Background: an optimization exercise with open tools, aiming at small area. Do not read the settings as production practice.
At most, simulation tests tie the RTL to the original design; equivalence was not proved.
The RTL of runs 3 to 6 was laid out without a check of its function.
No activity file was given, so power comes from the tool's default toggle rates.

==> flow/design.v <==
package snn_pkg;
	localparam int NUM_NEURONS = 16;	 
	localparam int NUM_ROWS = 8;		 
	localparam int DATA_W = 8;			 
	typedef logic signed [7:0] weight_t;
	typedef logic signed [11:0] sum_t;	 
	typedef logic [2:0] row_t;
	typedef logic [3:0] nidx_t;
	typedef logic [1:0] grp_code_t;		 
	typedef logic [3:0] block_id_t;
	typedef struct packed {
		logic valid;
		block_id_t id;
		grp_code_t grp;
		logic [3:0] rows_used;
		logic [5:0] outputs;
	} block_cfg_t;
	function automatic int group_size(grp_code_t code);
		group_size = 1 << code;
	endfunction
endpackage
`timescale 1ns/1ps
module weight_loader #(
	parameter int NEURONS = 16,
	parameter int ROWS = 8
) (
	input logic CLK,
	input logic RESET_N,
	input logic W_VALID,
	input snn_pkg::weight_t WEIGHT_IN,
	output logic W_REQUEST,
	output logic W_SET_DONE,
	output logic wr_en,
	output snn_pkg::row_t wr_row,
	output snn_pkg::nidx_t wr_neuron,
	output snn_pkg::weight_t wr_data
);
	logic last_wr;
	assign wr_en = W_VALID & ~W_SET_DONE;	 
	assign wr_data = WEIGHT_IN;
	assign last_wr = wr_en && (wr_neuron == snn_pkg::nidx_t'(NEURONS - 1))
		&& (wr_row == snn_pkg::row_t'(ROWS - 1));
	always_ff @(posedge CLK or negedge RESET_N) begin
		if (!RESET_N) begin
			wr_neuron <= '0;
			wr_row <= '0;
			W_SET_DONE <= 1'b0;
			W_REQUEST <= 1'b0;
		end else begin
			W_REQUEST <= ~(W_SET_DONE | last_wr);	 
			if (last_wr)
				W_SET_DONE <= 1'b1;
			if (wr_en) begin
				if (wr_neuron == snn_pkg::nidx_t'(NEURONS - 1)) begin
					wr_neuron <= '0;
					wr_row <= wr_row + 1'b1;
				end else begin
					wr_neuron <= wr_neuron + 1'b1;
				end
			end
		end
	end
endmodule
`timescale 1ns/1ps
module weight_mem #(
	parameter int NEURONS = 16,
	parameter int ROWS = 8
) (
	input logic CLK,
	input logic RESET_N,
	input logic wr_en,
	input snn_pkg::row_t wr_row,		 
	input snn_pkg::nidx_t wr_neuron,
	input snn_pkg::weight_t wr_data,
	input snn_pkg::row_t rd_row,
	output snn_pkg::weight_t [NEURONS-1:0] rd_weights
);
	localparam int HALF = NEURONS / 2;
	logic [2:0] ph;
	logic [2:0] ph1;
	logic [NEURONS-1:0][ROWS-1:0][7:0] ring;
	logic [HALF-1:0][7:0] pend;		 
	logic [NEURONS-1:0] ins;
	logic [ROWS-1:0] sel;			 
	assign ph1 = ph + 3'd1;
	always_ff @(posedge CLK or negedge RESET_N) begin
		if (!RESET_N)
			ph <= '0;
		else
			ph <= ph1;
	end
	always_comb begin
		logic hi;
		snn_pkg::row_t prow;
		for (int p = 0; p < HALF; p++) begin
			hi = (wr_neuron > 4'(p + HALF)) || (wr_neuron <= 4'(p));
			prow = (wr_neuron > 4'(p)) ? wr_row : wr_row - 3'd1;
			ins[p] = !hi && (prow == ph1);
			ins[p + HALF] = hi && (prow == ph1);
		end
	end
	always_ff @(posedge CLK) begin
		if (wr_en)
			pend[wr_neuron[2:0]] <= wr_data;
		for (int n = 0; n < NEURONS; n++) begin
			ring[n][0] <= ins[n] ? pend[n % HALF] : ring[n][ROWS-1];
			for (int k = 1; k < ROWS; k++)
				ring[n][k] <= ring[n][k-1];
		end
		for (int k = 0; k < ROWS; k++)
			sel[k] <= (3'(k) == ph1 - rd_row);
	end
	always_comb begin
		for (int n = 0; n < NEURONS; n++) begin
			rd_weights[n] = '0;
			for (int k = 0; k < ROWS; k++)
				rd_weights[n] |= ring[n][k] & {8{sel[k]}};
		end
	end
endmodule
`timescale 1ns/1ps
module front_ctrl #(
	parameter int BLOCK_ID = 0,
	parameter int NEURONS = 16
) (
	input logic CLK,
	input logic RESET_N,
	input snn_pkg::block_cfg_t CFG,
	input logic START,
	input logic EN,
	input logic [snn_pkg::DATA_W-1:0] DATA_IN,
	output snn_pkg::row_t rd_row,
	output logic [NEURONS-1:0] spikes,
	output logic acc_en,
	output logic clear,
	output logic FRONT_DONE,
	output snn_pkg::grp_code_t grp_code,
	output logic [5:0] outputs
);
	logic [3:0] rows_used_q;
	logic [3:0] beat_cnt;		 
	logic beat;
	logic v1;
	logic v1_last;
	logic [snn_pkg::DATA_W-1:0] d1;
	always_ff @(posedge CLK or negedge RESET_N) begin
		if (!RESET_N) begin
			grp_code <= '0;
			rows_used_q <= '0;
			outputs <= '0;
		end else if (CFG.valid && (CFG.id == snn_pkg::block_id_t'(BLOCK_ID))) begin
			grp_code <= CFG.grp;
			rows_used_q <= CFG.rows_used;
			outputs <= CFG.outputs;
		end
	end
	assign beat = EN & ~START & ~FRONT_DONE & (beat_cnt < rows_used_q);
	assign rd_row = snn_pkg::row_t'(beat_cnt);	 
	assign clear = START;
	assign acc_en = v1;
	always_ff @(posedge CLK or negedge RESET_N) begin
		if (!RESET_N) begin
			beat_cnt <= 4'd15;
			v1 <= 1'b0;
			v1_last <= 1'b0;
			FRONT_DONE <= 1'b0;
		end else begin
			v1 <= beat;
			v1_last <= beat && (beat_cnt + 4'd1 == rows_used_q);
			if (START) begin
				beat_cnt <= '0;
				FRONT_DONE <= 1'b0;
			end else begin
				if (beat)
					beat_cnt <= beat_cnt + 4'd1;
				if (v1_last)
					FRONT_DONE <= 1'b1;	 
			end
		end
	end
	always_ff @(posedge CLK) begin
		d1 <= DATA_IN;	 
	end
	always_comb begin
		for (int i = 0; i < NEURONS; i++)
			spikes[i] = d1[i & (snn_pkg::group_size(grp_code) - 1)];
	end
endmodule
`timescale 1ns/1ps
module neuron_array #(
	parameter int NEURONS = 16
) (
	input logic CLK,
	input logic clear,
	input logic acc_en,
	input logic [NEURONS-1:0] spikes,
	input snn_pkg::weight_t [NEURONS-1:0] weights,
	output snn_pkg::sum_t [NEURONS-1:0] sums
);
	always_ff @(posedge CLK) begin
		for (int i = 0; i < NEURONS; i++) begin
			if (clear)
				sums[i] <= '0;	 
			else
				sums[i] <= sums[i] + snn_pkg::sum_t'(signed'(weights[i] & {8{acc_en & spikes[i]}}));
		end
	end
endmodule
`timescale 1ns/1ps
module spike_readout #(
	parameter int NEURONS = 16
) (
	input logic CLK,
	input logic RESET_N,
	input logic REQUEST,
	input logic FRONT_DONE,
	input snn_pkg::sum_t [NEURONS-1:0] sums,
	input snn_pkg::grp_code_t grp_code,
	input logic [5:0] outputs,
	output logic OUT_SPIKE,
	output logic OUT_SPIKE_VALID,
	output logic BACK_DONE
);
	logic accept;
	logic [4:0] out_lim;
	logic [4:0] rem;				 
	logic seen;						 
	logic [NEURONS-1:0] res;		 
	logic [NEURONS-1:0] res_new;
	logic signed [12:0] s2 [NEURONS/2];
	logic signed [13:0] s4 [NEURONS/4];
	logic signed [14:0] s8 [NEURONS/8];
	assign accept = REQUEST & FRONT_DONE;
	always_comb begin
		logic [4:0] max_out;
		max_out = 5'(NEURONS >> grp_code);
		out_lim = (outputs > 6'(max_out)) ? max_out : outputs[4:0];
	end
	always_comb begin
		for (int j = 0; j < NEURONS/2; j++)
			s2[j] = {sums[2*j][11], sums[2*j]} + {sums[2*j+1][11], sums[2*j+1]};
		for (int j = 0; j < NEURONS/4; j++)
			s4[j] = {s2[2*j][12], s2[2*j]} + {s2[2*j+1][12], s2[2*j+1]};
		for (int j = 0; j < NEURONS/8; j++)
			s8[j] = {s4[2*j][13], s4[2*j]} + {s4[2*j+1][13], s4[2*j+1]};
		for (int j = 0; j < NEURONS; j++) begin
			case (grp_code)
				2'd0: res_new[j] = ~sums[j][11];
				2'd1: res_new[j] = (j < NEURONS/2) ? ~s2[j % (NEURONS/2)][12] : 1'b0;
				2'd2: res_new[j] = (j < NEURONS/4) ? ~s4[j % (NEURONS/4)][13] : 1'b0;
				default: res_new[j] = (j < NEURONS/8) ? ~s8[j % (NEURONS/8)][14] : 1'b0;
			endcase
		end
	end
	always_ff @(posedge CLK or negedge RESET_N) begin
		if (!RESET_N) begin
			rem <= '0;
			seen <= 1'b0;
		end else if (accept) begin
			rem <= out_lim;
			seen <= 1'b1;
		end else if (rem != '0) begin
			rem <= rem - 5'd1;
		end
	end
	always_ff @(posedge CLK) begin
		if (accept)
			res <= res_new;
		else
			res <= res >> 1;
	end
	assign OUT_SPIKE_VALID = (rem != '0);
	assign OUT_SPIKE = OUT_SPIKE_VALID & res[0];
	assign BACK_DONE = seen & (rem == '0);
endmodule
`timescale 1ns/1ps
module snn_block_top #(
	parameter int BLOCK_ID = 0,
	parameter int NEURONS = snn_pkg::NUM_NEURONS,
	parameter int ROWS = snn_pkg::NUM_ROWS
) (
	input logic CLK,
	input logic RESET_N,
	input logic [16:0] CFG,			 
	input logic W_VALID,
	input logic [7:0] WEIGHT_IN,		 
	output logic W_REQUEST,
	output logic W_SET_DONE,
	input logic START,
	input logic EN,
	input logic [snn_pkg::DATA_W-1:0] DATA_IN,
	input logic REQUEST,
	output logic FRONT_DONE,
	output logic OUT_SPIKE,
	output logic OUT_SPIKE_VALID,
	output logic BACK_DONE
);
	logic wr_en;
	snn_pkg::row_t wr_row;
	snn_pkg::nidx_t wr_neuron;
	snn_pkg::weight_t wr_data;
	snn_pkg::row_t rd_row;
	snn_pkg::weight_t [NEURONS-1:0] rd_weights;	 
	logic [NEURONS-1:0] spikes;
	logic acc_en;
	logic clear;
	snn_pkg::grp_code_t grp_code;
	logic [5:0] outputs;
	snn_pkg::sum_t [NEURONS-1:0] sums;
	weight_loader #(.NEURONS(NEURONS), .ROWS(ROWS)) i_loader (
		.CLK(CLK), .RESET_N(RESET_N), .W_VALID(W_VALID), .WEIGHT_IN(WEIGHT_IN),
		.W_REQUEST(W_REQUEST), .W_SET_DONE(W_SET_DONE), .wr_en(wr_en),
		.wr_row(wr_row), .wr_neuron(wr_neuron), .wr_data(wr_data)
	);
	weight_mem #(.NEURONS(NEURONS), .ROWS(ROWS)) i_mem (
		.CLK(CLK), .RESET_N(RESET_N), .wr_en(wr_en), .wr_row(wr_row),
		.wr_neuron(wr_neuron), .wr_data(wr_data), .rd_row(rd_row),
		.rd_weights(rd_weights)
	);
	front_ctrl #(.BLOCK_ID(BLOCK_ID), .NEURONS(NEURONS)) i_front (
		.CLK(CLK), .RESET_N(RESET_N), .CFG(CFG), .START(START), .EN(EN),
		.DATA_IN(DATA_IN), .rd_row(rd_row), .spikes(spikes), .acc_en(acc_en),
		.clear(clear), .FRONT_DONE(FRONT_DONE), .grp_code(grp_code), .outputs(outputs)
	);
	neuron_array #(.NEURONS(NEURONS)) i_neurons (
		.CLK(CLK), .clear(clear), .acc_en(acc_en),
		.spikes(spikes), .weights(rd_weights), .sums(sums)
	);
	spike_readout #(.NEURONS(NEURONS)) i_readout (
		.CLK(CLK), .RESET_N(RESET_N), .REQUEST(REQUEST), .FRONT_DONE(FRONT_DONE),
		.sums(sums), .grp_code(grp_code), .outputs(outputs), .OUT_SPIKE(OUT_SPIKE),
		.OUT_SPIKE_VALID(OUT_SPIKE_VALID), .BACK_DONE(BACK_DONE)
	);
endmodule
==> flow/run.sh <==
#!/bin/bash
# synth_recipe.tcl (not shown) runs the flow's synth.tcl, then flattens the netlist and writes it again
# the make line also repeats each setting of config.mk as NAME=value (left out here)
make -C /OpenROAD-flow-scripts/flow DESIGN_CONFIG=/design/flow/config.mk WORK_HOME=/design/flow/orfs CLKGATE_MAP_FILE= SYNTH_SCRIPT=/design/flow/synth_recipe.tcl finish
==> flow/config.mk <==
export PLATFORM = sky130hd
export DESIGN_NAME = snn_block_top
export DESIGN_NICKNAME = snn_block_top
export VERILOG_FILES = /design/flow/design.v
export SDC_FILE = /design/flow/constraint.sdc
export NUM_CORES = 4
export LEC_CHECK = 0
export ABC_AREA = 1
export CAP_MARGIN = 20
export CORE_MARGIN = 2
export CORE_UTILIZATION = 40
export CTS_BUF_LIST = sky130_fd_sc_hd__clkbuf_4
export SLEW_MARGIN = 20
==> flow/constraint.sdc <==
create_clock -name core_clock -period 25.0 [get_ports {CLK}]
set_input_delay 5.0000 -clock core_clock [delete_from_list [all_inputs] [get_ports {CLK}]]
set_output_delay 5.0000 -clock core_clock [all_outputs]
set_load 0.01 [all_outputs]
==> results of run 1 <==
==> worst register-to-register path, delay by kind of cell (launching register included) <==
family	cells	cell delay (ps)
and+or+nand+nor	3	1250
adders and majority gates	2	1220
buffers and inverters	2	1160
DFF	1	930
AOI/OAI and AO/OA	1	140
==> Yosys cell counts, drive strengths merged, types with 44 or more instances <==
| master | number | area, µm² |
|---|---|---|
| a21oi | 498 | 2490 |
| a221oi | 142 | 1240 |
| a22o | 71 | 622 |
| a31oi | 62 | 388 |
| buf | 72 | 379 |
| clkbuf | 108 | 407 |
| dfxtp | 1248 | 25000 |
| edfxtp | 64 | 1920 |
| ha | 378 | 4730 |
| inv | 525 | 1970 |
| nand2 | 1582 | 5970 |
| nand3 | 295 | 1550 |
| nand4 | 145 | 907 |
| nor2 | 257 | 1010 |
| nor3 | 51 | 260 |
| o21ai | 405 | 2240 |
| xnor2 | 44 | 404 |
| xor2 | 95 | 866 |
==> layer usage <==
layer	vias up	routed length, µm	part of all wire, %	global-route usage (%)
met3	202	9910	6.3	4.55
met4	2	3290	2.1	6.90
met1	21000	73700	47	30.0
met5	-	13	0.0082	0
met2	1219	71300	45	35.4
li1	22300	-	-	-
==> registers in the layout, indices dropped and copies added, names as in the netlist, 2 cells and up <==
signal / flops
i_front.beat_cnt: 4
i_front.d1: 8
i_front.grp_code: 2
i_front.outputs: 6
i_front.rows_used_q: 4
i_loader.wr_neuron: 4
i_loader.wr_row: 3
i_mem.pend: 64
i_mem.ph: 3
i_mem.ring: 1024
i_mem.sel: 8
i_neurons.sums: 192
i_readout.rem: 5
i_readout.res: 16
==> per-stage QoR <==
| step | setup WS, ps | instance area, µm² |
|---|---|---|
| 6_report | 16780 | 61900 |
| 5_1_grt | 16400 | 61900 |
| 4_1_cts | 16640 | 61800 |
| 3_5_place_dp | 17740 | 57600 |
| 3_3_place_gp | 17770 | 57600 |
| 2_1_floorplan | 18190 | 55400 |
==> worst max path at each step <==
| stage | startpoint | end | slack (ps) | depth (start not counted) |
|---|---|---|---|---|
| after floorplan | W_VALID | i_loader.wr_neuron[1] | 18190 | 4 |
| after global placement | START | i_neurons.sums[149] | 17770 | 5 |
| after detailed placement | START | i_neurons.sums[68] | 17740 | 5 |
| after CTS | i_readout.rem[0] | BACK_DONE | 16640 | 10 |
| after global routing | i_readout.rem[0] | BACK_DONE | 16400 | 10 |
| final | i_readout.rem[0] | BACK_DONE | 16780 | 10 |
==> cells by family after synthesis <==
group	share of synthesized area (%)
mux	0.0812
compound gates	15.0
fa+ha+maj	9.58
xor+xnor	2.29
flops	50.2
buf+inv	5.02
simple gates	17.8
==> cell type report <==
| class | instances | area [µm²] | area share (%) |
|---|---|---|---|
| inverters | 531 | 2000 | 3.23 |
| flip-flops and latches | 1349 | 27900 | 45.1 |
| clock inverters | 89 | 465 | 0.753 |
| clock buffers | 507 | 3810 | 6.15 |
| multi-input cells | 4260 | 24800 | 40.1 |
| well taps | 1794 | 2240 | 3.63 |
| repair buffers | 69 | 631 | 1.02 |
| diodes | 7 | 17.5 | 0.0283 |
==> power breakdown <==
group	leakage (µW)	internal [µW]	switching, µW
combinational	0.0143	64.5	145
clock	0.00256	969	896
sequential	0.0109	2180	28.9
total	0.0278	3210	1070
==> run summary, run 1 <==
- Vias: 44700
- Depth of the most critical reg-to-reg path: 8
- Cell depth of the worst min-delay path: 0
- Routability congestion estimate from global placement: about 0.90
- Required time of the worst setup path: roughly 20000 ps
- Area of the mapped netlist: about 0.055 mm²
- Total CTS buffers: 359
- Count of warnings emitted by yosys: 8
- TritonCTS sink count: 1349
- Most used flip-flop cell after synthesis: sky130_fd_sc_hd__dfxtp_1
- Status: timing/DRC/antenna clean
- Area of the die: 0.142 mm²
- Kind of launch point of the worst setup path: register
- Tmin final: 8220 ps
- Post-Synthesis Net Count: about 6800
- Cts-stage hold buffer count: 0
- Largest net degree at the start of global routing: 86
- DRC violation count after routing: 0
- Port buffer count: 44
- Worst-margin pin slew: around 1100 ps
- Finished Core Util: 45.0%
- Slowest stage delay, CP: 540 ps
- Routed WL: around 160 mm
- Reg2Reg Launch Point: i_loader.wr_neuron[0]
- Total of fill cells in the finished design: ~13000
- Commonest cells after routing, fill and taps aside: sky130_fd_sc_hd__nand2_1 (1575), sky130_fd_sc_hd__dfxtp_1 (1240), sky130_fd_sc_hd__inv_1 (516), sky130_fd_sc_hd__clkbuf_4 (507), sky130_fd_sc_hd__a21oi_1 (498)
- Total overflow reported by the global router: 0
- Share of flip-flops with an asynchronous set or reset after synthesis: 2.74%
- Post-layout instance count excluding filler cells: 8606
- I/O pins: 45
- Post-detailed-route count of antenna-violating nets: 0
- Cell with the most instances on the worst path: sky130_fd_sc_hd__inv_1
- Maximum vdd ir drop: 0.0488 mV
- Number of placement rows: 136
- Endpoint of the worst register-to-register path: i_mem.pend[31]
- Cell count after synthesis: 6320
- Cell at the root of the clock tree: sky130_fd_sc_hd__clkbuf_4
- F_max: 122 MHz
- Synth-to-layout area growth: 11.6%
- Hold wc startpoint: i_mem.ring[109]
- Register-to-register setup slack: 20020 ps
- DP HPWL: 110 mm
- Setup TNS Final: 0 ps
- Family of cells with the greatest summed delay on the critical path: buffers and inverters
- Max-cap violations: 0
- Period utilisation layout: approximately a third
- Number of antenna violations at the first check in global routing: 7
- Flop and latch count out of synthesis: 1349
- Via density per instance: 5.20
- CP max FO: 3
- Clk buf depth: 4
- Sequential-to-total area share from yosys stat: 50.2%
- Total count of max-transition violations in the final report: 0
- Final worst clock skew: 101 ps
- Count of H-tree levels built during CTS: 5
- Net total in the final layout: 7016
- Unrepaired setup endpoints after global routing: no
- Number of flops mapped to enable cells by yosys: 64
- Min-delay worst type: reg -> reg
- Via count of the first global-routing pass: 43500
- Arrival time worst endpoint: 3220 ps
- Post-CTS setup-driven buffer insertion count: 0
- Post-detailed-route wirelength per cell: about 18 µm
- Unique cell type count in the Yosys netlist: 61
- Width of the chip: approximately 380 µm
- Power density of the placed cells: approximately 69 mW/mm²
- Global-route total usage across every layer: between 20% and 30%
- Chip height: 376 µm
- Critical Setup Path Class: reg -> out
- Starting utilization of the core area: 40.3%
- Clock slew at reported path FFs: about 60 ps
- Number of DRC markers after the initial detailed-route iteration: ~3200
- Final Power: 4280 µW
- Clk Latency, worst-skew pair: 1300 ps
- Finish-stage setup viols: 0
- PostCTS Resize Cnt: 0
- Buffers plus inverters on the worst setup path: 5
- Core outline area: 0.137 mm²
- Most common library cell in the layout ignoring fill and taps: sky130_fd_sc_hd__nand2_1
- Avg Cell Area, Syn: 8.77 µm²
- Post-placement cell count: 8003
- Worst path slowest cell: sky130_fd_sc_hd__clkdlybuf4s50_1
- First-pass GRT wire length: 245 mm
- Final-layout worst hold slack: 280 ps
- DR pass1 iterations: 6
- Leakage power summed over all cells: between 0.02 and 0.03 µW
- Clock tree from TritonCTS: done
- Max-slew headroom: 23.2%
- Worst Hold Path EP: i_mem.ring[117]
- Layout cell share with drive strength beyond 1: 10.0%
- Hold violation total from the final report: 0
- Cell Chain, Critical Path: inv_1, ha_1, inv_1, or2_2, nor2_1, inv_1, nor2_1, inv_1, nor2_1, clkdlybuf4s50_1
- Critical Path End Type: output pin
==> inputs of run 2 (changes only) <==
--- a/flow/config.mk
+++ b/flow/config.mk
@@ -6,8 +6,6 @@
 export NUM_CORES = 4
 export LEC_CHECK = 0
-export ABC_AREA = 1
 export CAP_MARGIN = 20
 export CORE_MARGIN = 2
 export CORE_UTILIZATION = 40
-export CTS_BUF_LIST = sky130_fd_sc_hd__clkbuf_4
 export SLEW_MARGIN = 20
==> run 2 against run 1 <==
Against the previous run:
- via count is 19% lower
- sequential share of layout area up 1.9 points
- still clean
- utilization up 0.77 points
- critical endpoint unchanged
- synthesized area is 5.3% lower
- total power grew 47%
- die area down 5.3%
- wire length is 13% lower
- register-to-register slack worse by 460 ps
- sequential power up 43%
==> run summary, run 2 <==
- Post-synthesis share of cell area spent on full adders, half adders and majority gates: 10.1% (+0.54 points)
- Number of placement rows: 132 (-2.9%)
- CP max FO: 8 (+5)
- Hold violation total from the final report: 0 (unchanged)
- Setup slack after layout: 17490 ps (+705 ps)
- Status: timing/DRC/antenna clean
- Total CTS buffers: 138 (-62%)
- Finished Core Util: 45.8% (+0.77 points)
- Slowest stage delay, CP: 550 ps (about the same)
- Buffers plus inverters on the worst setup path: 2 (-3)
- Clk Latency, worst-skew pair: 780 ps (-520 ps)
- Clk buf depth: 3 (-1)
- Min-delay worst type: reg -> reg
- Routed WL: 138 mm (-13%)
- First-pass GRT wire length: 213 mm (-13%)
- Count of warnings emitted by yosys: 8 (unchanged)
- DP HPWL: 94.4 mm (-14%)
- Dominant combinational cell family by area after synthesis: compound AO/OA/AOI/OAI gates
- Share of the synthesized area in the top cell type: 47.6% (+2.5 points)
- Cell Chain, Critical Path: inv_1, ha_1, nand2_1, or2_2, nor2_1, clkdlybuf4s50_1
- Cell at the root of the clock tree: sky130_fd_sc_hd__clkbuf_16
- Most common cell in the netlist: sky130_fd_sc_hd__dfxtp_1
- Net total in the final layout: 5231 (-25%)
- Total overflow reported by the global router: 0 (unchanged)
- Critical Path End Type: output pin
- Routability congestion estimate from global placement: 0.853 (-5.7%)
- Leakage power summed over all cells: 0.0244 µW (-12%)
- Top cells by area in the synthesized netlist: sky130_fd_sc_hd__dfxtp_1 (48%), sky130_fd_sc_hd__ha_1 (9.0%), sky130_fd_sc_hd__a22oi_1 (4.5%), sky130_fd_sc_hd__edfxtp_1 (3.7%), sky130_fd_sc_hd__xnor2_1 (2.8%)
- I/O pins: 45 (unchanged)
- Number of antenna violations at the first check in global routing: 9 (+2)
- Number of DRC markers after the initial detailed-route iteration: 2702 (-16%)
- Power density of the placed cells: 106 mW/mm² (+53%)
- Cts-stage hold buffer count: 0 (unchanged)
- Maximum vdd ir drop: 0.0689 mV (+41%)
- Avg Cell Area, Syn: 11.1 µm² (+26%)
- Port buffer count: 44 (unchanged)
- Setup WS pre-CTS: 17780 ps (+32.7 ps)
- Commonest cells after routing, fill and taps aside: sky130_fd_sc_hd__dfxtp_1 (1240), sky130_fd_sc_hd__ha_1 (378), sky130_fd_sc_hd__nor2_1 (360), sky130_fd_sc_hd__a22oi_1 (318), sky130_fd_sc_hd__a21oi_1 (196)
- Required time of the worst setup path: 20000 ps (about the same)
- Starting utilization of the core area: 40.4% (+0.11 points)
- Tmin final: 7510 ps (-705 ps)
- F_max: 133 MHz (+9.4%)
- Final worst clock skew: 24.0 ps (-77.3 ps)
- Most common library cell in the layout ignoring fill and taps: sky130_fd_sc_hd__dfxtp_1
- Kind of launch point of the worst setup path: register
- Basic-gate share of the synthesized area counting and, or, nand and nor cells: 7.58% (-10 points)
- Final-layout worst hold slack: 340 ps (+59.6 ps)
- Core outline area: 0.130 mm² (-5.6%)
- Multiplexer fraction of the synthesized cell area: 3.72% (+3.6 points)
- Total count of max-transition violations in the final report: 0 (unchanged)
- Unique cell type count in the Yosys netlist: 81 (+33%)
- Number of flops mapped to enable cells by yosys: 64 (unchanged)
- Cell count after synthesis: 4748 (-25%)
- Complex-gate fraction of the synthesized area: 18.9% (+3.9 points)
- Post-detailed-route wirelength per cell: 20.8 µm (+13%)
- DR pass1 iterations: 6 (unchanged)
- Area taken by multi-input logic gates: 0.0234 mm² (-5.6%)
- Synth-to-layout area growth: 13.2%
- Largest net degree at the start of global routing: 152 (+77%)
- Post-Synthesis Net Count: 5194 (-23%)
- Global-route total usage across every layer: 20.3% (-1.8 points)
- Clock slew at reported path FFs: 60 ps (about the same)
- Finish-stage setup viols: 0 (unchanged)
- Chip height: 366 µm (-2.7%)
- Max-cap violations: 0 (unchanged)
- Top reg by flops: i_mem.ring
- Family of cells with the greatest summed delay on the critical path: buffers and inverters
- Sequential-to-total area share from yosys stat: 53.0% (+2.8 points)
- DRC violation count after routing: 0 (unchanged)
- Worst-margin pin slew: 1100 ps (-43.1 ps)
- Most used flip-flop cell after synthesis: sky130_fd_sc_hd__dfxtp_1
- Setup TNS Final: 0 ps (unchanged)
- Period utilisation layout: 30.1% (-2.8 points)
- Sequential cell area: 0.0279 mm² (unchanged)
- Post-detailed-route count of antenna-violating nets: 0 (unchanged)
- Critical Setup Path Class: reg -> out
- Number of flip-flops under the largest register name: 1024 (unchanged)
- Area of the die: 0.134 mm² (-5.3%)
- Unrepaired setup endpoints after global routing: no
- Xor/xnor cell area share of the yosys netlist: 4.30% (+2.0 points)
- Area of the mapped netlist: 0.0525 mm² (-5.3%)
- Share of flip-flops with an asynchronous set or reset after synthesis: 2.74% (unchanged)
- Width of the chip: 366 µm (-2.7%)
- Via count of the first global-routing pass: 35900 (-17%)
- Total of fill cells in the finished design: 12100 (-10%)
- Arrival time worst endpoint: 2510 ps (-710 ps)
- Most common library cells after synthesis: sky130_fd_sc_hd__dfxtp_1 (1248), sky130_fd_sc_hd__ha_1 (378), sky130_fd_sc_hd__nor2_1 (360)
- TritonCTS sink count: 1349 (unchanged)
- Cell taking the most area after synthesis: sky130_fd_sc_hd__dfxtp_1
- Via density per instance: 5.47 (+5.2%)
- Layout cell share with drive strength beyond 1: 8.89% (-1.1 points)
- Max-slew headroom: 26.4% (+3.2 points)
- Worst path slowest cell: sky130_fd_sc_hd__clkdlybuf4s50_1
- Vias: 36300 (-19%)
- Clock tree from TritonCTS: done
- PostCTS Resize Cnt: 0 (unchanged)
- Post-CTS setup-driven buffer insertion count: 0 (unchanged)
- Flop and latch count out of synthesis: 1349 (unchanged)
- Count of H-tree levels built during CTS: 4 (-1)
run 2: per-stage QoR:
| stage | std cells | instance area, µm² | total power [µW] |
|---|---|---|---|
| 2_1_floorplan | 4748 | 52500 | 3830 |
| 3_3_place_gp | 6387 | 54800 | 4210 |
| 3_5_place_dp | 6387 | 54800 | 4230 |
| 4_1_cts | 6636 | 59400 | 6340 |
| 5_1_grt | 6636 | 59400 | 6600 |
| 6_report | 6637 | 59400 | 6300 |
run 2: where the power goes:
group	internal (µW)	switching (µW)	leakage (µW)
combinational	487	576	0.0108
clock	1210	876	0.00226
sequential	2780	371	0.0113
total	4480	1820	0.0244
run 2: layout make-up:
class	count	share of cell area (%)
Clock buffer	190	6.55
Timing Repair Buffer	73	1.23
Inverter	149	0.942
Sequential cell	1349	46.9
Tap cell	1742	3.67
Clock inverter	59	1.24
Multi-Input combinational cell	3074	39.4
Antenna cell	1	0.00421
run 2: path summary, 6_finish.rpt:
check / from / depth (start not counted) / endpoint / slack, ps
max: i_readout.rem[0] / 6 / BACK_DONE / 17490
min: i_mem.ring[803] / 0 / i_mem.ring[811] / 340
max reg2reg: i_front.grp_code[0] / 19 / i_neurons.sums[82] / 19560
min reg2reg: i_mem.ring[803] / 0 / i_mem.ring[811] / 340
max in group asynchronous: RESET_N / 2 / i_front.outputs[1] / 20140
min in group asynchronous: RESET_N / 2 / i_loader.W_REQUEST / 4310
run 2: layer usage:
| layer | GRT usage, % | routed length, µm | up-vias |
|---|---|---|---|
| met2 | 32.3 | 62000 | 867 |
| li1 | - | - | 17600 |
| met4 | 7.44 | 4490 | 10 |
| met5 | 0 | 62 | - |
| met3 | 3.23 | 7190 | 228 |
| met1 | 27.8 | 64100 | 17600 |
run 2: kinds of logic after synthesis:
kind of cell             after synthesis
AO/OA/AOI/OAI                       1393
XOR/XNOR                             254
adder cells (fa/ha/maj)              407
buffers and inverters                325
flip-flops                          1349
multiplexers                         164
AND/OR/NAND/NOR                      856
==> inputs of run 3 (changes only) <==
--- a/flow/design.v
+++ b/flow/design.v
@@ -198,4 +198,17 @@
 	output snn_pkg::sum_t [NEURONS-1:0] sums
 );
+	logic [NEURONS-1:0][11:0] addend;
+	logic [NEURONS-1:0][11:0] nxt;
+	logic [NEURONS-1:0][12:0] cy;
+	always_comb begin
+		for (int i = 0; i < NEURONS; i++) begin
+			addend[i] = {{4{weights[i][7]}}, weights[i]} & {12{acc_en & spikes[i]}};
+			cy[i][0] = 1'b0;
+			for (int b = 0; b < 12; b++) begin
+				nxt[i][b] = sums[i][b] ^ addend[i][b] ^ cy[i][b];
+				cy[i][b+1] = (sums[i][b] & addend[i][b]) | (sums[i][b] & cy[i][b]) | (addend[i][b] & cy[i][b]);
+			end
+		end
+	end
 	always_ff @(posedge CLK) begin
 		for (int i = 0; i < NEURONS; i++) begin
@@ -203,5 +216,5 @@
 				sums[i] <= '0;	 
 			else
-				sums[i] <= sums[i] + snn_pkg::sum_t'(signed'(weights[i] & {8{acc_en & spikes[i]}}));
+				sums[i] <= nxt[i];
 		end
 	end
@@ -228,7 +241,6 @@
 	logic [NEURONS-1:0] res;		 
 	logic [NEURONS-1:0] res_new;
-	logic signed [12:0] s2 [NEURONS/2];
-	logic signed [13:0] s4 [NEURONS/4];
-	logic signed [14:0] s8 [NEURONS/8];
+	logic [NEURONS/2-1:0][12:0] s2;
+	logic [NEURONS/4-1:0][13:0] s4;
 	assign accept = REQUEST & FRONT_DONE;
 	always_comb begin
@@ -237,11 +249,38 @@
 		out_lim = (outputs > 6'(max_out)) ? max_out : outputs[4:0];
 	end
+	logic [NEURONS/2-1:0][13:0] c2;
+	logic [NEURONS/4-1:0][14:0] c4;
+	logic [NEURONS/8-1:0][15:0] c8;
+	logic [NEURONS/8-1:0] neg8;
 	always_comb begin
-		for (int j = 0; j < NEURONS/2; j++)
-			s2[j] = {sums[2*j][11], sums[2*j]} + {sums[2*j+1][11], sums[2*j+1]};
-		for (int j = 0; j < NEURONS/4; j++)
-			s4[j] = {s2[2*j][12], s2[2*j]} + {s2[2*j+1][12], s2[2*j+1]};
-		for (int j = 0; j < NEURONS/8; j++)
-			s8[j] = {s4[2*j][13], s4[2*j]} + {s4[2*j+1][13], s4[2*j+1]};
+		logic [12:0] a2, b2;
+		logic [13:0] a4, b4;
+		logic [14:0] a8, b8;
+		for (int j = 0; j < NEURONS/2; j++) begin
+			a2 = {sums[2*j][11], sums[2*j]};
+			b2 = {sums[2*j+1][11], sums[2*j+1]};
+			c2[j][0] = 1'b0;
+			for (int b = 0; b < 13; b++) begin
+				s2[j][b] = a2[b] ^ b2[b] ^ c2[j][b];
+				c2[j][b+1] = (a2[b] & b2[b]) | (a2[b] & c2[j][b]) | (b2[b] & c2[j][b]);
+			end
+		end
+		for (int j = 0; j < NEURONS/4; j++) begin
+			a4 = {s2[2*j][12], s2[2*j]};
+			b4 = {s2[2*j+1][12], s2[2*j+1]};
+			c4[j][0] = 1'b0;
+			for (int b = 0; b < 14; b++) begin
+				s4[j][b] = a4[b] ^ b4[b] ^ c4[j][b];
+				c4[j][b+1] = (a4[b] & b4[b]) | (a4[b] & c4[j][b]) | (b4[b] & c4[j][b]);
+			end
+		end
+		for (int j = 0; j < NEURONS/8; j++) begin
+			a8 = {s4[2*j][13], s4[2*j]};
+			b8 = {s4[2*j+1][13], s4[2*j+1]};
+			c8[j][0] = 1'b0;
+			for (int b = 0; b < 14; b++)
+				c8[j][b+1] = (a8[b] & b8[b]) | (a8[b] & c8[j][b]) | (b8[b] & c8[j][b]);
+			neg8[j] = a8[14] ^ b8[14] ^ c8[j][14];
+		end
 		for (int j = 0; j < NEURONS; j++) begin
 			case (grp_code)
@@ -249,5 +288,5 @@
 				2'd1: res_new[j] = (j < NEURONS/2) ? ~s2[j % (NEURONS/2)][12] : 1'b0;
 				2'd2: res_new[j] = (j < NEURONS/4) ? ~s4[j % (NEURONS/4)][13] : 1'b0;
-				default: res_new[j] = (j < NEURONS/8) ? ~s8[j % (NEURONS/8)][14] : 1'b0;
+				default: res_new[j] = (j < NEURONS/8) ? ~neg8[j % (NEURONS/8)] : 1'b0;
 			endcase
 		end
--- a/flow/config.mk
+++ b/flow/config.mk
@@ -8,4 +8,7 @@
 export CAP_MARGIN = 20
 export CORE_MARGIN = 2
-export CORE_UTILIZATION = 40
+export CORE_UTILIZATION = 60
+export CTS_BUF_LIST = sky130_fd_sc_hd__clkbuf_8
+export CTS_CLUSTER_DIAMETER = 60
+export CTS_CLUSTER_SIZE = 20
 export SLEW_MARGIN = 20
==> run 3 against run 2 <==
Against the previous run:
- still clean on timing, DRC and antenna
- sequential cell count is the same
- sequential share of layout area is 8.5 points higher
- utilization rose by 19 points
- register-to-register slack worse by 2600 ps
==> run summary, run 3 <==
- Status: timing/DRC/antenna clean
- Global-route total usage across every layer: 29.8% (+9.5 points)
- Area of the mapped netlist: 0.0469 mm² (-11%)
- Synth-to-layout area growth: 7.27%
- Final worst clock skew: 46.3 ps (+22.2 ps)
- Unrepaired setup endpoints after global routing: no
- TritonCTS sink count: 1349 (unchanged)
- Number of antenna violations at the first check in global routing: 1 (-8)
- Depth of the most critical reg-to-reg path: 24 (+5)
- Area of the die: 0.0804 mm² (-40%)
- I/O pins: 45 (unchanged)
- Maximum vdd ir drop: 0.0721 mV (+4.5%)
- Cell count after synthesis: 3531 (-26%)
- Kind of launch point of the worst setup path: register
- Most common library cells after synthesis: sky130_fd_sc_hd__dfxtp_1 (1248), sky130_fd_sc_hd__a22oi_1 (325), sky130_fd_sc_hd__fa_1 (301)
- Starting utilization of the core area: 60.6% (+20 points)
- F_max: 125 MHz (-6.2%)
- Share of the synthesized area in the top cell type: 53.3% (+5.7 points)
- Tmin final: 8010 ps (+499 ps)
- Sequential-to-total area share from yosys stat: 59.4% (+6.4 points)
- Flop and latch count out of synthesis: 1349 (unchanged)
- Via count of the first global-routing pass: 29500 (-18%)
- Post-detailed-route wirelength per cell: 25.7 µm (+24%)
- Period utilisation layout: 32.1% (+2.0 points)
- DP HPWL: 79.4 mm (-16%)
- Clock tree from TritonCTS: done
- Number of flip-flops under the largest register name: 1024 (unchanged)
- Via density per instance: 5.98 (+9.5%)
- Total count of max-transition violations in the final report: 0 (unchanged)
- CP max FO: 3 (-5)
- Post-detailed-route count of antenna-violating nets: 0 (unchanged)
- Most common cell in the netlist: sky130_fd_sc_hd__dfxtp_1
- Max-cap violations: 0 (unchanged)
- Most common library cell in the layout ignoring fill and taps: sky130_fd_sc_hd__dfxtp_1
- Number of flops mapped to enable cells by yosys: 64 (unchanged)
- Count of H-tree levels built during CTS: 3 (-1)
- Total CTS buffers: 91 (-34%)
- Hold violation total from the final report: 0 (unchanged)
- Largest net degree at the start of global routing: 102 (-33%)
- Clk buf depth: 3 (unchanged)
- Setup TNS Final: 0 ps (unchanged)
- Unique cell type count in the Yosys netlist: 74 (-8.6%)
- Avg Cell Area, Syn: 13.3 µm² (+20%)
- Required time of the worst setup path: 25640 ps (+5640 ps)
- Power density of the placed cells: 103 mW/mm² (-2.5%)
- PostCTS Resize Cnt: 0 (unchanged)
- Leakage power summed over all cells: 0.0195 µW (-20%)
- Chip height: 283 µm (-23%)
- Port buffer count: 44 (unchanged)
- Layout cell share with drive strength beyond 1: 9.89% (+1.0 points)
- Worst-margin pin slew: 1170 ps (+71.3 ps)
- Finish-stage setup viols: 0 (unchanged)
- Routability congestion estimate from global placement: 0.854 (+0.14%)
- Min-delay worst type: reg -> reg
- Commonest cells after routing, fill and taps aside: sky130_fd_sc_hd__dfxtp_1 (1240), sky130_fd_sc_hd__a22oi_1 (325), sky130_fd_sc_hd__fa_1 (301), sky130_fd_sc_hd__inv_1 (237), sky130_fd_sc_hd__nor2b_1 (176)
- Cell taking the most area after synthesis: sky130_fd_sc_hd__dfxtp_1
- Core outline area: 0.0773 mm² (-40%)
- Routed WL: 119 mm (-14%)
- Max-slew headroom: 21.8% (-4.6 points)
- Area of all placed cells without fillers: 0.0503 mm² (-15%)
- Top reg by flops: i_mem.ring
- Post-Synthesis Net Count: 3932 (-24%)
- Register-to-register setup slack: 16990 ps (-2570 ps)
- Share of flip-flops with an asynchronous set or reset after synthesis: 2.74% (unchanged)
- Net total in the final layout: 3933 (-25%)
- DR pass1 iterations: 5 (-1)
- Reg2Reg Launch Point: i_neurons.sums[144]
- First-pass GRT wire length: 182 mm (-15%)
- DRC violation count after routing: 0 (unchanged)
- Count of warnings emitted by yosys: 5 (-3)
- Vias: 27800 (-23%)
- Cts-stage hold buffer count: 0 (unchanged)
- Arrival time worst endpoint: 8650 ps (+6140 ps)
- Clk Latency, worst-skew pair: 770 ps (about the same)
- Number of DRC markers after the initial detailed-route iteration: 2077 (-23%)
- Total of fill cells in the finished design: 5834 (-52%)
- Critical Path End Type: register
- Post-layout instance count excluding filler cells: 4640 (-30%)
- Worst setup startpoint: i_neurons.sums[144]
- Width of the chip: 283 µm (-23%)
- Cell at the root of the clock tree: sky130_fd_sc_hd__clkbuf_8
- Dpl cell area: 0.0483 mm² (-12%)
- Number of placement rows: 102 (-23%)
- Crit path capture: i_readout.res[1]
- Total overflow reported by the global router: 0 (unchanged)
- Clock slew at reported path FFs: 120 ps (+60 ps)
- Endpoint of the worst register-to-register path: i_readout.res[1]
- Top cells by area in the synthesized netlist: sky130_fd_sc_hd__dfxtp_1 (53%), sky130_fd_sc_hd__fa_1 (13%), sky130_fd_sc_hd__a22oi_1 (5.2%), sky130_fd_sc_hd__edfxtp_1 (4.1%), sky130_fd_sc_hd__mux2_2 (3.1%)
- Post-placement cell count: 4478 (-30%)
- Post-CTS setup-driven buffer insertion count: 0 (unchanged)
- Critical Setup Path Class: reg -> reg
- Most used flip-flop cell after synthesis: sky130_fd_sc_hd__dfxtp_1
## run 3: how the worst min path moves through the flow
| stage | from | end | slack, ps | cells past startpoint |
|---|---|---|---|---|
| floorplan | i_mem.ring[996] | i_mem.ring[1004] | 330 | 0 |
| global placement | i_mem.ring[817] | i_mem.ring[825] | 330 | 0 |
| detailed placement | i_mem.ring[548] | i_mem.ring[556] | 340 | 0 |
| CTS | i_mem.ring[207] | i_mem.ring[215] | 340 | 0 |
| global route | i_mem.ring[207] | i_mem.ring[215] | 340 | 0 |
| finish | i_mem.ring[1010] | i_mem.ring[1018] | 320 | 0 |
## run 3: logic make-up after synthesis
logic type,after synthesis,synth area share (%)
AO/OA/AOI/OAI,816,13.4
XOR/XNOR,58,1.13
adder cells (fa/ha/maj),362,14.5
buffers and inverters,389,3.15
flip-flops,1349,59.4
multiplexers,154,3.89
AND/OR/NAND/NOR,403,4.59
## run 3: per-layer routing
layer	part of all wire, %	GRT usage [%]	up-vias
met5	0	0	-
met4	3.0	8.77	0
met3	6.0	4.55	207
met2	48	49.5	944
met1	43	40.8	14200
li1	-	-	12400
## run 3: final cells by class
cell class / count / area, µm² / area share, %
Antenna cell: 2 / 5.00 / 0.00995
Clock inverter: 61 / 594 / 1.18
Tap cell: 1040 / 1300 / 2.59
Timing Repair Buffer: 76 / 737 / 1.47
Clock buffer: 98 / 1350 / 2.68
Multi-Input combinational cell: 1793 / 17600 / 35.0
Inverter: 221 / 830 / 1.65
Sequential cell: 1349 / 27900 / 55.4
## run 3: critical path, stage by stage, from the launching register on
cell and delay [ps]:
sky130_fd_sc_hd__dfxtp_1 330, sky130_fd_sc_hd__ha_1 220, sky130_fd_sc_hd__fa_1 450, sky130_fd_sc_hd__fa_1 460
sky130_fd_sc_hd__fa_1 460, sky130_fd_sc_hd__fa_1 470, sky130_fd_sc_hd__fa_1 460, sky130_fd_sc_hd__fa_1 560
sky130_fd_sc_hd__fa_1 490, sky130_fd_sc_hd__fa_1 460, sky130_fd_sc_hd__fa_1 470, sky130_fd_sc_hd__fa_1 550
sky130_fd_sc_hd__inv_1 60, sky130_fd_sc_hd__fa_1 440, sky130_fd_sc_hd__fa_1 370, sky130_fd_sc_hd__inv_1 80
sky130_fd_sc_hd__fa_1 250, sky130_fd_sc_hd__inv_1 80, sky130_fd_sc_hd__ha_1 210, sky130_fd_sc_hd__a21o_1 170
sky130_fd_sc_hd__a211oi_1 230, sky130_fd_sc_hd__o211ai_1 160, sky130_fd_sc_hd__o22ai_1 230, sky130_fd_sc_hd__xnor2_1 140
sky130_fd_sc_hd__o21ai_0 100
## run 3: stage by stage
stage | hold slack [ps] | setup WS (ps) | total power, µW | utilization, %
floorplan | 331 | 17560 | 3670 | -
global placement | 332 | 17190 | 4000 | 62.4
detailed placement | 337 | 17030 | 4060 | 62.5
CTS | 340 | 16980 | 5210 | 65.0
global route | 338 | 16690 | 5450 | 65.0
finish | 323 | 16990 | 5200 | 65.0
## run 3: power by group
part	switching (µW)	internal [µW]	total [µW]
logic	485	399	884
registers	366	2780	3140
clock network	731	441	1170
total	1580	3620	5200
==> inputs of run 4 (changes only) <==
--- a/flow/config.mk
+++ b/flow/config.mk
@@ -8,7 +8,5 @@
 export CAP_MARGIN = 20
 export CORE_MARGIN = 2
-export CORE_UTILIZATION = 60
+export CORE_UTILIZATION = 40
 export CTS_BUF_LIST = sky130_fd_sc_hd__clkbuf_8
-export CTS_CLUSTER_DIAMETER = 60
-export CTS_CLUSTER_SIZE = 20
 export SLEW_MARGIN = 20
==> run 4 against run 3 <==
Against the previous run:
- hold slack worse by 17 ps
- via count is 0.28% higher
- wire length is 1.7% lower
- first-iteration DRC count is 7.8% lower
- sequential power hardly changed
- highest routed layer is now met5
- still clean on timing, DRC and antenna
- count of clock-buffer cells in the layout is 152 higher
- critical path type is now reg -> out
- register-to-register slack better by 190 ps
- sequential cell count stayed put
- synthesized cell count stayed put
- non-clock buffer count is 3 lower
- critical path depth is 19 lower
- cell count is 15% higher
==> run summary, run 4 <==
- Global-route total usage across every layer: 19.6% (-10 points)
- Arrival time worst endpoint: 2960 ps (-5690 ps)
- F_max: 126 MHz (+0.70%)
- Most common library cell in the layout ignoring fill and taps: sky130_fd_sc_hd__dfxtp_1
- I/O pins: 45 (unchanged)
- Unique cell type count in the Yosys netlist: 74 (unchanged)
- First-pass GRT wire length: 180 mm (-1.1%)
- Chip height: 346 µm (+22%)
- Unrepaired setup endpoints after global routing: no
- Routed WL: 117 mm (-1.7%)
- Cell at the root of the clock tree: sky130_fd_sc_hd__clkbuf_8
- DP HPWL: 75.5 mm (-5.0%)
- Width of the chip: 346 µm (+22%)
- Setup TNS Final: 0 ps (unchanged)
- Commonest cells after routing, fill and taps aside: sky130_fd_sc_hd__dfxtp_1 (1240), sky130_fd_sc_hd__a22oi_1 (325), sky130_fd_sc_hd__fa_1 (301), sky130_fd_sc_hd__inv_1 (297), sky130_fd_sc_hd__clkbuf_8 (250)
- Via density per instance: 5.21 (-13%)
- Power density of the placed cells: 111 mW/mm² (+7.2%)
- Finish-stage setup viols: 0 (unchanged)
- Clock tree from TritonCTS: done
- TritonCTS sink count: 1349 (unchanged)
- Via count of the first global-routing pass: 29300 (-0.49%)
- Cell taking the most area after synthesis: sky130_fd_sc_hd__dfxtp_1
- Critical Setup Path Class: reg -> out
- Vias: 27800 (+0.28%)
- Share of the synthesized area in the top cell type: 53.3% (unchanged)
- Number of DRC markers after the initial detailed-route iteration: 1914 (-7.8%)
- Flop and latch count out of synthesis: 1349 (unchanged)
- Count of warnings emitted by yosys: 5 (unchanged)
- Share of flip-flops with an asynchronous set or reset after synthesis: 2.74% (unchanged)
- Critical Path End Type: output pin
- Final worst clock skew: 77.0 ps (+30.8 ps)
- Net total in the final layout: 4046 (+2.9%)
- DRC violation count after routing: 0 (unchanged)
- DR pass1 iterations: 5 (unchanged)
- Synth-to-layout area growth: 13.8%
- Register-to-register setup slack: 17180 ps (+190 ps)
- Starting utilization of the core area: 40.3% (-20 points)
- Most used flip-flop cell after synthesis: sky130_fd_sc_hd__dfxtp_1
- CP max FO: 4 (+1)
- Area of the die: 0.120 mm² (+49%)
- Max-slew headroom: 26.2% (+4.4 points)
- Sequential cell area: 0.0279 mm² (unchanged)
- Maximum vdd ir drop: 0.0613 mV (-15%)
- Number of flip-flops under the largest register name: 1024 (unchanged)
- Sequential-to-total area share from yosys stat: 59.4% (unchanged)
- Largest net degree at the start of global routing: 119 (+17%)
- Hold violation total from the final report: 0 (unchanged)
- Routability congestion estimate from global placement: 0.816 (-4.4%)
- Area of the mapped netlist: 0.0469 mm² (unchanged)
- Layout cell share with drive strength beyond 1: 13.4% (+3.5 points)
- Post-detailed-route wirelength per cell: 21.9 µm (-15%)
- Post-CTS setup-driven buffer insertion count: 0 (unchanged)
- Area of all placed cells without fillers: 0.0533 mm² (+6.1%)
- Total overflow reported by the global router: 0 (unchanged)
- Total CTS buffers: 207 (+130%)
- Number of placement rows: 125 (+23%)
- Post-detailed-route count of antenna-violating nets: 0 (unchanged)
- Period utilisation layout: 31.8% (-0.22 points)
- Post-Synthesis Net Count: 3932 (unchanged)
- Max-cap violations: 0 (unchanged)
- Worst-margin pin slew: 1100 ps (-65.4 ps)
- Top reg by flops: i_mem.ring
- Core outline area: 0.116 mm² (+50%)
- PostCTS Resize Cnt: 0 (unchanged)
- Count of H-tree levels built during CTS: 4 (+1)
- Status: timing/DRC/antenna clean
- Cell count after synthesis: 3531 (unchanged)
- Most common library cells after synthesis: sky130_fd_sc_hd__dfxtp_1 (1248), sky130_fd_sc_hd__a22oi_1 (325), sky130_fd_sc_hd__fa_1 (301)
- Total of fill cells in the finished design: 10400 (+79%)
- Number of flops mapped to enable cells by yosys: 64 (unchanged)
- Most common cell in the netlist: sky130_fd_sc_hd__dfxtp_1
- Area taken by multi-input logic gates: 0.0176 mm² (about the same)
- Number of antenna violations at the first check in global routing: 4 (+3)
- Clk Latency, worst-skew pair: 890 ps (+120 ps)
- Required time of the worst setup path: 20000 ps (-5640 ps)
- Leakage power summed over all cells: 0.0210 µW (+7.8%)
- Port buffer count: 44 (unchanged)
- Min-delay worst type: reg -> reg
- Top cells by area in the synthesized netlist: sky130_fd_sc_hd__dfxtp_1 (53%), sky130_fd_sc_hd__fa_1 (13%), sky130_fd_sc_hd__a22oi_1 (5.2%), sky130_fd_sc_hd__edfxtp_1 (4.1%), sky130_fd_sc_hd__mux2_2 (3.1%)
- Dpl cell area: 0.0489 mm² (+1.2%)
- Avg Cell Area, Syn: 13.3 µm² (unchanged)
- Clock slew at reported path FFs: 60 ps (-60 ps)
- Clk buf depth: 3 (unchanged)
- Tmin final: 7960 ps (-55.8 ps)
- Kind of launch point of the worst setup path: register
- Cts-stage hold buffer count: 0 (unchanged)
- Total count of max-transition violations in the final report: 0 (unchanged)
run 4: cell counts after synthesis:
No cell type changed its count.
run 4: final cells by class:
cell class	instances	area share (%)
multi-input combinational	1793	33.0
clock inverter	137	1.80
antenna	1	0.00469
tap	1524	3.58
timing repair buffer	73	1.37
sequential	1349	52.3
clock buffer	250	6.45
inverter	221	1.56
run 4: logic make-up after synthesis:
logic type	synth area share [%]
simple gates	4.59
fa+ha+maj	14.5
compound gates	13.4
mux	3.89
buf+inv	3.15
flops	59.4
xor+xnor	1.13
run 4: worst paths after layout:
check / startpoint / to / depth (start not counted)
worst max-delay path: i_readout.rem[0] / BACK_DONE / 5
worst min-delay path: i_mem.ring[855] / i_mem.ring[863] / 0
worst max register to register: i_neurons.sums[60] / i_readout.res[0] / 23
worst min register to register: i_mem.ring[855] / i_mem.ring[863] / 0
max in group asynchronous: RESET_N / i_loader.wr_neuron[2] / 2
min in group asynchronous: RESET_N / i_front.outputs[3] / 2
run 4: critical path: stages, from the launching register on:
cell                              delay (ps)
sky130_fd_sc_hd__dfrtp_1                 370
sky130_fd_sc_hd__inv_1                   110
sky130_fd_sc_hd__ha_1                    180
sky130_fd_sc_hd__nor4b_1                 590
sky130_fd_sc_hd__and2_1                  270
sky130_fd_sc_hd__clkdlybuf4s50_1         560
run 4: per-layer routing:
layer,track usage (%),wire (µm)
met1,27.5,54000
met2,30.1,52700
met3,3.99,7140
met4,7.20,3430
met5,0,11
run 4: power by group:
part           switching [µW]  internal [µW]  total (µW)
registers                 361           2780        3150
logic                     476            399         875
clock network             875           1020        1890
total                    1710           4200        5910
run 4: stage by stage:
stage	power, µW	util [%]	setup slack (ps)	hold WS [ps]	std cells
floorplan	3670	-	17560	331	3531
global placement	4030	42.1	17170	333	4960
detailed placement	4040	42.1	17140	336	4960
CTS	5950	45.9	16950	297	5347
global route	6210	45.9	16810	314	5348
finish	5910	45.9	17040	307	5348
==> inputs of run 5 (changes only) <==
--- a/flow/config.mk
+++ b/flow/config.mk
@@ -8,5 +8,7 @@
 export CAP_MARGIN = 20
 export CORE_MARGIN = 2
-export CORE_UTILIZATION = 40
+export CORE_UTILIZATION = 60
 export CTS_BUF_LIST = sky130_fd_sc_hd__clkbuf_8
+export CTS_CLUSTER_DIAMETER = 50
+export CTS_CLUSTER_SIZE = 16
 export SLEW_MARGIN = 20
==> run 5 against run 4 <==
Against the previous run:
- non-clock buffer count increased by 3
- sequential power is essentially flat
- hold slack better by 28 ps
- critical path depth grew 19
- global-route usage grew 10 points
- critical path type is now reg -> reg
- largest power group unchanged
==> run summary, run 5 <==
- Dpl cell area: 0.0483 mm² (-1.2%)
- Number of flops mapped to enable cells by yosys: 64 (unchanged)
- Clk buf depth: 3 (unchanged)
- Number of antenna violations at the first check in global routing: 1 (-3)
- Most common library cell in the layout ignoring fill and taps: sky130_fd_sc_hd__dfxtp_1
- Most used flip-flop cell after synthesis: sky130_fd_sc_hd__dfxtp_1
- Finish-stage setup viols: 0 (unchanged)
- Kind of launch point of the worst setup path: register
- Starting utilization of the core area: 60.6% (+20 points)
- Unrepaired setup endpoints after global routing: no
- Fraction of power consumed by sequential logic: 57.5% (+4.3 points)
- I/O pins: 45 (unchanged)
- Share of the synthesized area in the top cell type: 53.3% (unchanged)
- Register-to-register setup slack: 17010 ps (-170 ps)
- Via count of the first global-routing pass: 29800 (+1.8%)
- Global-route total usage across every layer: 30.0% (+10 points)
- Sequential-to-total area share from yosys stat: 59.4% (unchanged)
- TritonCTS sink count: 1349 (unchanged)
- Status: timing/DRC/antenna clean
- Layout cell share with drive strength beyond 1: 11.1% (-2.3 points)
- Hold wc startpoint: i_mem.ring[202]
- Worst path slowest cell: sky130_fd_sc_hd__fa_1
- Synth-to-layout area growth: 9.03%
- Maximum vdd ir drop: 0.0643 mV (+5.0%)
- Count of warnings emitted by yosys: 5 (unchanged)
- Routability congestion estimate from global placement: 0.854 (+4.6%)
- Post-detailed-route count of antenna-violating nets: 0 (unchanged)
- Via density per instance: 5.97 (+15%)
- Flop and latch count out of synthesis: 1349 (unchanged)
- Share of flip-flops with an asynchronous set or reset after synthesis: 2.74% (unchanged)
- Most common cell in the netlist: sky130_fd_sc_hd__dfxtp_1
- Total overflow reported by the global router: 0 (unchanged)
- Post-Synthesis Net Count: 3932 (unchanged)
- Number of DRC markers after the initial detailed-route iteration: 2057 (+7.5%)
- Max-slew headroom: 26.0% (-0.23 points)
- Area of the die: 0.0804 mm² (-33%)
- Cell count after synthesis: 3531 (unchanged)
- Largest net degree at the start of global routing: 102 (-14%)
- Period utilisation layout: 32.0% (+0.14 points)
- Cell taking the most area after synthesis: sky130_fd_sc_hd__dfxtp_1
- Top cells by area in the synthesized netlist: sky130_fd_sc_hd__dfxtp_1 (53%), sky130_fd_sc_hd__fa_1 (13%), sky130_fd_sc_hd__a22oi_1 (5.2%), sky130_fd_sc_hd__edfxtp_1 (4.1%), sky130_fd_sc_hd__mux2_2 (3.1%)
- Clock tree from TritonCTS: done
- PostCTS Resize Cnt: 0 (unchanged)
- Max-cap violations: 0 (unchanged)
- First-pass GRT wire length: 183 mm (+1.7%)
- Net switching power: 1630 µW (-4.8%)
- Number of placement rows: 102 (-18%)
- Worst Hold Path EP: i_mem.ring[210]
- Finished Core Util: 66.1% (+20 points)
- Endpoint of the worst register-to-register path: i_readout.res[1]
- Port buffer count: 44 (unchanged)
- Cts-stage hold buffer count: 0 (unchanged)
- DR pass1 iterations: 5 (unchanged)
- Slowest stage delay, CP: 570 ps (-20 ps)
- Area of the mapped netlist: 0.0469 mm² (unchanged)
- DP HPWL: 79.4 mm (+5.2%)
- Clock slew at reported path FFs: 90 ps (+30 ps)
- Number of flip-flops under the largest register name: 1024 (unchanged)
- Final worst clock skew: 40.8 ps (-36.3 ps)
- Min-delay worst type: reg -> reg
- Width of the chip: 283 µm (-18%)
- Depth of the most critical reg-to-reg path: 24 (+4.3%)
- Setup TNS Final: 0 ps (unchanged)
- Commonest cells after routing, fill and taps aside: sky130_fd_sc_hd__dfxtp_1 (1240), sky130_fd_sc_hd__a22oi_1 (325), sky130_fd_sc_hd__fa_1 (301), sky130_fd_sc_hd__inv_1 (245), sky130_fd_sc_hd__nor2b_1 (176)
- Leakage power summed over all cells: 0.0199 µW (-5.0%)
- Avg Cell Area, Syn: 13.3 µm² (unchanged)
- Worst-margin pin slew: 1110 ps (+3.44 ps)
- Post-detailed-route wirelength per cell: 25.6 µm (+17%)
- Switch share: 29.7% (+0.80 points)
- Area of all placed cells without fillers: 0.0511 mm² (-4.2%)
- Vias: 28000 (+0.70%)
- Cell depth of the worst min-delay path: 0 (unchanged)
- Routed WL: 120 mm (+2.4%)
- Chip height: 283 µm (-18%)
- Net total in the final layout: 3959 (-2.2%)
- Part of the total power dissipated in the clock network: 26.4% (-5.6 points)
- Unique cell type count in the Yosys netlist: 74 (unchanged)
- Critical Path End Type: register
- Reg2Reg Launch Point: i_neurons.sums[144]
- F_max: 125 MHz (-0.44%)
- Most common library cells after synthesis: sky130_fd_sc_hd__dfxtp_1 (1248), sky130_fd_sc_hd__a22oi_1 (325), sky130_fd_sc_hd__fa_1 (301)
- CP max FO: 3 (-1)
- Tmin final: 7990 ps (+35.1 ps)
- Required time of the worst setup path: 25660 ps (+5660 ps)
- Post-CTS setup-driven buffer insertion count: 0 (unchanged)
- Internal power: 3850 µW (-8.4%)
- Cell with the most instances on the worst path: sky130_fd_sc_hd__fa_1
- Critical Setup Path Class: reg -> reg
- Power density of the placed cells: 107 mW/mm² (-3.4%)
- Cell Chain, Critical Path: ha_1, fa_1, fa_1, fa_1, fa_1, fa_1, fa_1, fa_1, fa_1, fa_1, fa_1, inv_1, fa_1, fa_1, inv_1, fa_1, inv_1, ha_1, a21o_1, a211oi_1, o211ai_1, o22ai_1, xnor2_1, o21ai_0
- Relative contribution of combinational cells to total power: 16.2% (+1.4 points)
- Core outline area: 0.0773 mm² (-33%)
- Total CTS buffers: 117 (-43%)
- Total count of max-transition violations in the final report: 0 (unchanged)
- Hold violation total from the final report: 0 (unchanged)
- Count of H-tree levels built during CTS: 3 (-1)
- Arrival time worst endpoint: 8650 ps (+5690 ps)
- Cell at the root of the clock tree: sky130_fd_sc_hd__clkbuf_8
- Clk Latency, worst-skew pair: 790 ps (-100 ps)
- DRC violation count after routing: 0 (unchanged)
- Final-layout worst hold slack: 334 ps (+27.7 ps)
- Top reg by flops: i_mem.ring
## run 5: cell counts after synthesis
No cell type changed its count.
## run 5: logic make-up (layout without fill, tap and decap cells)
group / count (synthesis) / in the layout / share of synthesized area, %
AND/OR/NAND/NOR: 403 / 403 / 4.59
AO/OA/AOI/OAI: 816 / 816 / 13.4
adder cells (fa/ha/maj): 362 / 362 / 14.5
multiplexers: 154 / 154 / 3.89
XOR/XNOR: 58 / 58 / 1.13
buffers and inverters: 389 / 515 / 3.15
other: 0 / 1 / 0
flip-flops: 1349 / 1349 / 59.4
## run 5: worst max-delay path, delay by kind of cell, from the launching register on
family / cells / cell delay (ps)
buf+inv: 3 / 210
compound gates: 5 / 880
fa+ha+maj: 15 / 6310
flops: 1 / 330
xor+xnor: 1 / 140
## run 5: worst max path at each step
stage,start,endpoint,slack (ps),cells after the start
final,i_neurons.sums[144],i_readout.res[1],17010,24
after global placement,i_neurons.sums[144],i_readout.res[1],17190,24
after floorplan,i_neurons.sums[96],i_readout.res[1],17560,22
after global routing,i_neurons.sums[144],i_readout.res[1],16700,24
after detailed placement,i_neurons.sums[96],i_readout.res[1],17030,22
after CTS,i_neurons.sums[144],i_readout.res[1],16980,24
## run 5: layout make-up
class / instances / area (µm²)
flip-flops and latches: 1349 / 27900
multi-input cells: 1793 / 17600
clock buffers: 130 / 1790
inverters: 221 / 830
diodes: 1 / 2.50
clock inverters: 88 / 981
fillers: 5781 / 26200
repair buffers: 76 / 737
well taps: 1040 / 1300
## run 5: through the flow
stage	instances	power [µW]	worst slack (ps)
2_1_floorplan	3531	3670	17560
3_3_place_gp	4478	4000	17190
3_5_place_dp	4478	4060	17030
6_report	4698	5480	17010
5_1_grt	4698	5720	16700
4_1_cts	4696	5480	16980
## run 5: power by group through the flow
stage	Sequential (µW)	Combinational (µW)	Clock, µW
after floorplan	3030	635	0
after global placement	3140	857	0
after detailed placement	3180	875	0
after CTS	3140	882	1460
after global routing	3210	967	1550
final	3150	886	1440
## run 5: per-layer routing
| layer | track usage [%] | wire [µm] | up-vias |
|---|---|---|---|
| met5 | 0 | 0 | - |
| met4 | 9.71 | 3880 | 0 |
| met3 | 4.78 | 7220 | 221 |
| met2 | 49.6 | 57300 | 921 |
| met1 | 40.6 | 51600 | 14400 |
| li1 | - | - | 12500 |
==> inputs of run 6 (changes only) <==
--- a/flow/config.mk
+++ b/flow/config.mk
@@ -9,6 +9,6 @@
 export CORE_MARGIN = 2
 export CORE_UTILIZATION = 60
-export CTS_BUF_LIST = sky130_fd_sc_hd__clkbuf_8
-export CTS_CLUSTER_DIAMETER = 50
-export CTS_CLUSTER_SIZE = 16
+export CTS_BUF_LIST = sky130_fd_sc_hd__clkbuf_16
+export CTS_CLUSTER_DIAMETER = 60
+export CTS_CLUSTER_SIZE = 30
 export SLEW_MARGIN = 20
==> run 6 against run 5 <==
Against the previous run:
- utilization is 0.086 points higher
- design area grew 0.13%
- critical path type unchanged
- sequential share of layout area down 0.071 points
- global-route usage is 0.087 points lower
- still clean
- clock power grew 3%
==> run summary, run 6 <==
- Post-placement cell count: 4478 (unchanged)
- Cell at the root of the clock tree: sky130_fd_sc_hd__clkbuf_16
- Clk buf depth: 3 (unchanged)
- Cell depth of the worst min-delay path: 0 (unchanged)
- Arrival time worst endpoint: 8540 ps (-110 ps)
- Number of antenna violations at the first check in global routing: 0 (-1)
- Via count of the first global-routing pass: 29500 (-0.99%)
- PostCTS Resize Cnt: 0 (unchanged)
- Total CTS buffers: 79 (-32%)
- Number of placement rows: 102 (unchanged)
- Port buffer count: 44 (unchanged)
- Most used flip-flop cell after synthesis: sky130_fd_sc_hd__dfxtp_1
- Status: timing/DRC/antenna clean
- Depth of the most critical reg-to-reg path: 24 (unchanged)
- Synth-to-layout area growth: 9.17%
- Leakage power summed over all cells: 0.0198 µW (-0.61%)
- TritonCTS sink count: 1349 (unchanged)
- Finish-stage setup viols: 0 (unchanged)
- Critical Path End Type: register
- Power density of the placed cells: 108 mW/mm² (+0.64%)
- Vias: 27700 (-1.3%)
- Net total in the final layout: 3921 (-0.96%)
- Commonest cells after routing, fill and taps aside: sky130_fd_sc_hd__dfxtp_1 (1240), sky130_fd_sc_hd__a22oi_1 (325), sky130_fd_sc_hd__fa_1 (301), sky130_fd_sc_hd__inv_1 (223), sky130_fd_sc_hd__nor2b_1 (176)
- Hold wc startpoint: i_mem.ring[494]
- Layout cell share with drive strength beyond 1: 9.74% (-1.4 points)
- Global-route total usage across every layer: 29.9% (-0.087 points)
- Post-Synthesis Net Count: 3932 (unchanged)
- Critical Setup Path Class: reg -> reg
- Routability congestion estimate from global placement: 0.854 (unchanged)
- Total overflow reported by the global router: 0 (unchanged)
- Endpoint of the worst register-to-register path: i_readout.res[1]
- Max-cap violations: 0 (unchanged)
- Sequential-to-total area share from yosys stat: 59.4% (unchanged)
- Width of the chip: 283 µm (unchanged)
==> run 6: cell count changes in the layout (fill, tap and decap cells not counted), moves of 3 or more <==
cell                        previous run  this run
sky130_fd_sc_hd__clkbuf_8            130         0
sky130_fd_sc_hd__clkbuf_16             0        81
sky130_fd_sc_hd__inv_1               245       223
sky130_fd_sc_hd__bufinv_16            16         1
sky130_fd_sc_hd__clkinv_2             13         3
sky130_fd_sc_hd__inv_16                0        10
sky130_fd_sc_hd__clkinv_1              0         7
sky130_fd_sc_hd__inv_12                3         9
sky130_fd_sc_hd__inv_8                 7         1
sky130_fd_sc_hd__clkinv_4              7         2
sky130_fd_sc_hd__clkinv_8              2         7
sky130_fd_sc_hd__inv_6                 8        13
sky130_fd_sc_hd__clkinv_16             0         3
==> run 6: critical path, cell delays in order, from the launching register on <==
cell	delay (ps)
sky130_fd_sc_hd__dfxtp_1	330
sky130_fd_sc_hd__ha_1	220
sky130_fd_sc_hd__fa_1	450
sky130_fd_sc_hd__fa_1	460
sky130_fd_sc_hd__fa_1	460
sky130_fd_sc_hd__fa_1	470
sky130_fd_sc_hd__fa_1	460
sky130_fd_sc_hd__fa_1	560
sky130_fd_sc_hd__fa_1	490
sky130_fd_sc_hd__fa_1	460
sky130_fd_sc_hd__fa_1	460
sky130_fd_sc_hd__fa_1	550
sky130_fd_sc_hd__inv_1	60
sky130_fd_sc_hd__fa_1	440
sky130_fd_sc_hd__fa_1	370
sky130_fd_sc_hd__inv_1	80
sky130_fd_sc_hd__fa_1	240
sky130_fd_sc_hd__inv_1	80
sky130_fd_sc_hd__ha_1	220
sky130_fd_sc_hd__a21o_1	170
sky130_fd_sc_hd__a211oi_1	230
sky130_fd_sc_hd__o211ai_1	150
sky130_fd_sc_hd__o22ai_1	230
sky130_fd_sc_hd__xnor2_1	140
sky130_fd_sc_hd__o21ai_0	100
==> run 6: stage by stage <==
step,total power [µW],setup WS (ps),util [%],cell area [µm²]
detailed placement,4060,17030,62.5,48300
global placement,4000,17190,62.4,48300
global route,5770,16700,66.2,51200
floorplan,3670,17560,-,46900
finish,5520,17000,66.2,51200
CTS,5530,17010,66.1,51100
==> run 6: how the worst max path moves through the flow <==
stage	start	to	slack, ps	cells past startpoint
5_1_grt	i_neurons.sums[144]	i_readout.res[1]	16700	24
3_3_place_gp	i_neurons.sums[144]	i_readout.res[1]	17190	24
2_1_floorplan	i_neurons.sums[96]	i_readout.res[1]	17560	22
3_5_place_dp	i_neurons.sums[96]	i_readout.res[1]	17030	22
4_1_cts	i_neurons.sums[144]	i_readout.res[1]	17010	24
6_report	i_neurons.sums[144]	i_readout.res[1]	17000	24
==> run 6: kinds of logic (layout without fill, tap and decap cells) <==
group	count (synthesis)	count (layout)	synth area share [%]
DFF	1349	1349	59.4
AOI/OAI and AO/OA	816	816	13.4
and+or+nand+nor	403	403	4.59
buffers and inverters	389	442	3.15
adders and majority gates	362	362	14.5
muxes	154	154	3.89
xor gates and xnor gates	58	58	1.13
==> run 6: area by class of cell <==
class                           count  share of cell area (%)
Inverter                          221                    1.62
Tap cell                         1040                    2.54
Multi-Input combinational cell   1793                    34.4
Sequential cell                  1349                    54.5
Clock buffer                       81                    3.96
Timing Repair Buffer               76                    1.44
Clock inverter                     64                    1.59
==> run 6: layer usage <==
layer,up-vias,share of wire [%]
li1,12400,-
met1,14100,42
met2,923,47
met3,239,6.6
met4,0,4.4
met5,-,0
==> run 6: report_power, final <==
part	total (µW)	leakage (µW)	internal [µW]	switching (µW)
registers	3150	0.0113	2780	366
clock network	1490	0.00138	665	822
logic	887	0.00710	399	488
total	5520	0.0198	3840	1680

Setup slack of run 6, layout unchanged: 17.002 ns with ideal ports, 17.002 ns with driving cells assumed (clock clkbuf_16, inputs buf_2), 17.002 ns with port delays also shifted by the 0.722 ns mid clock arrival.
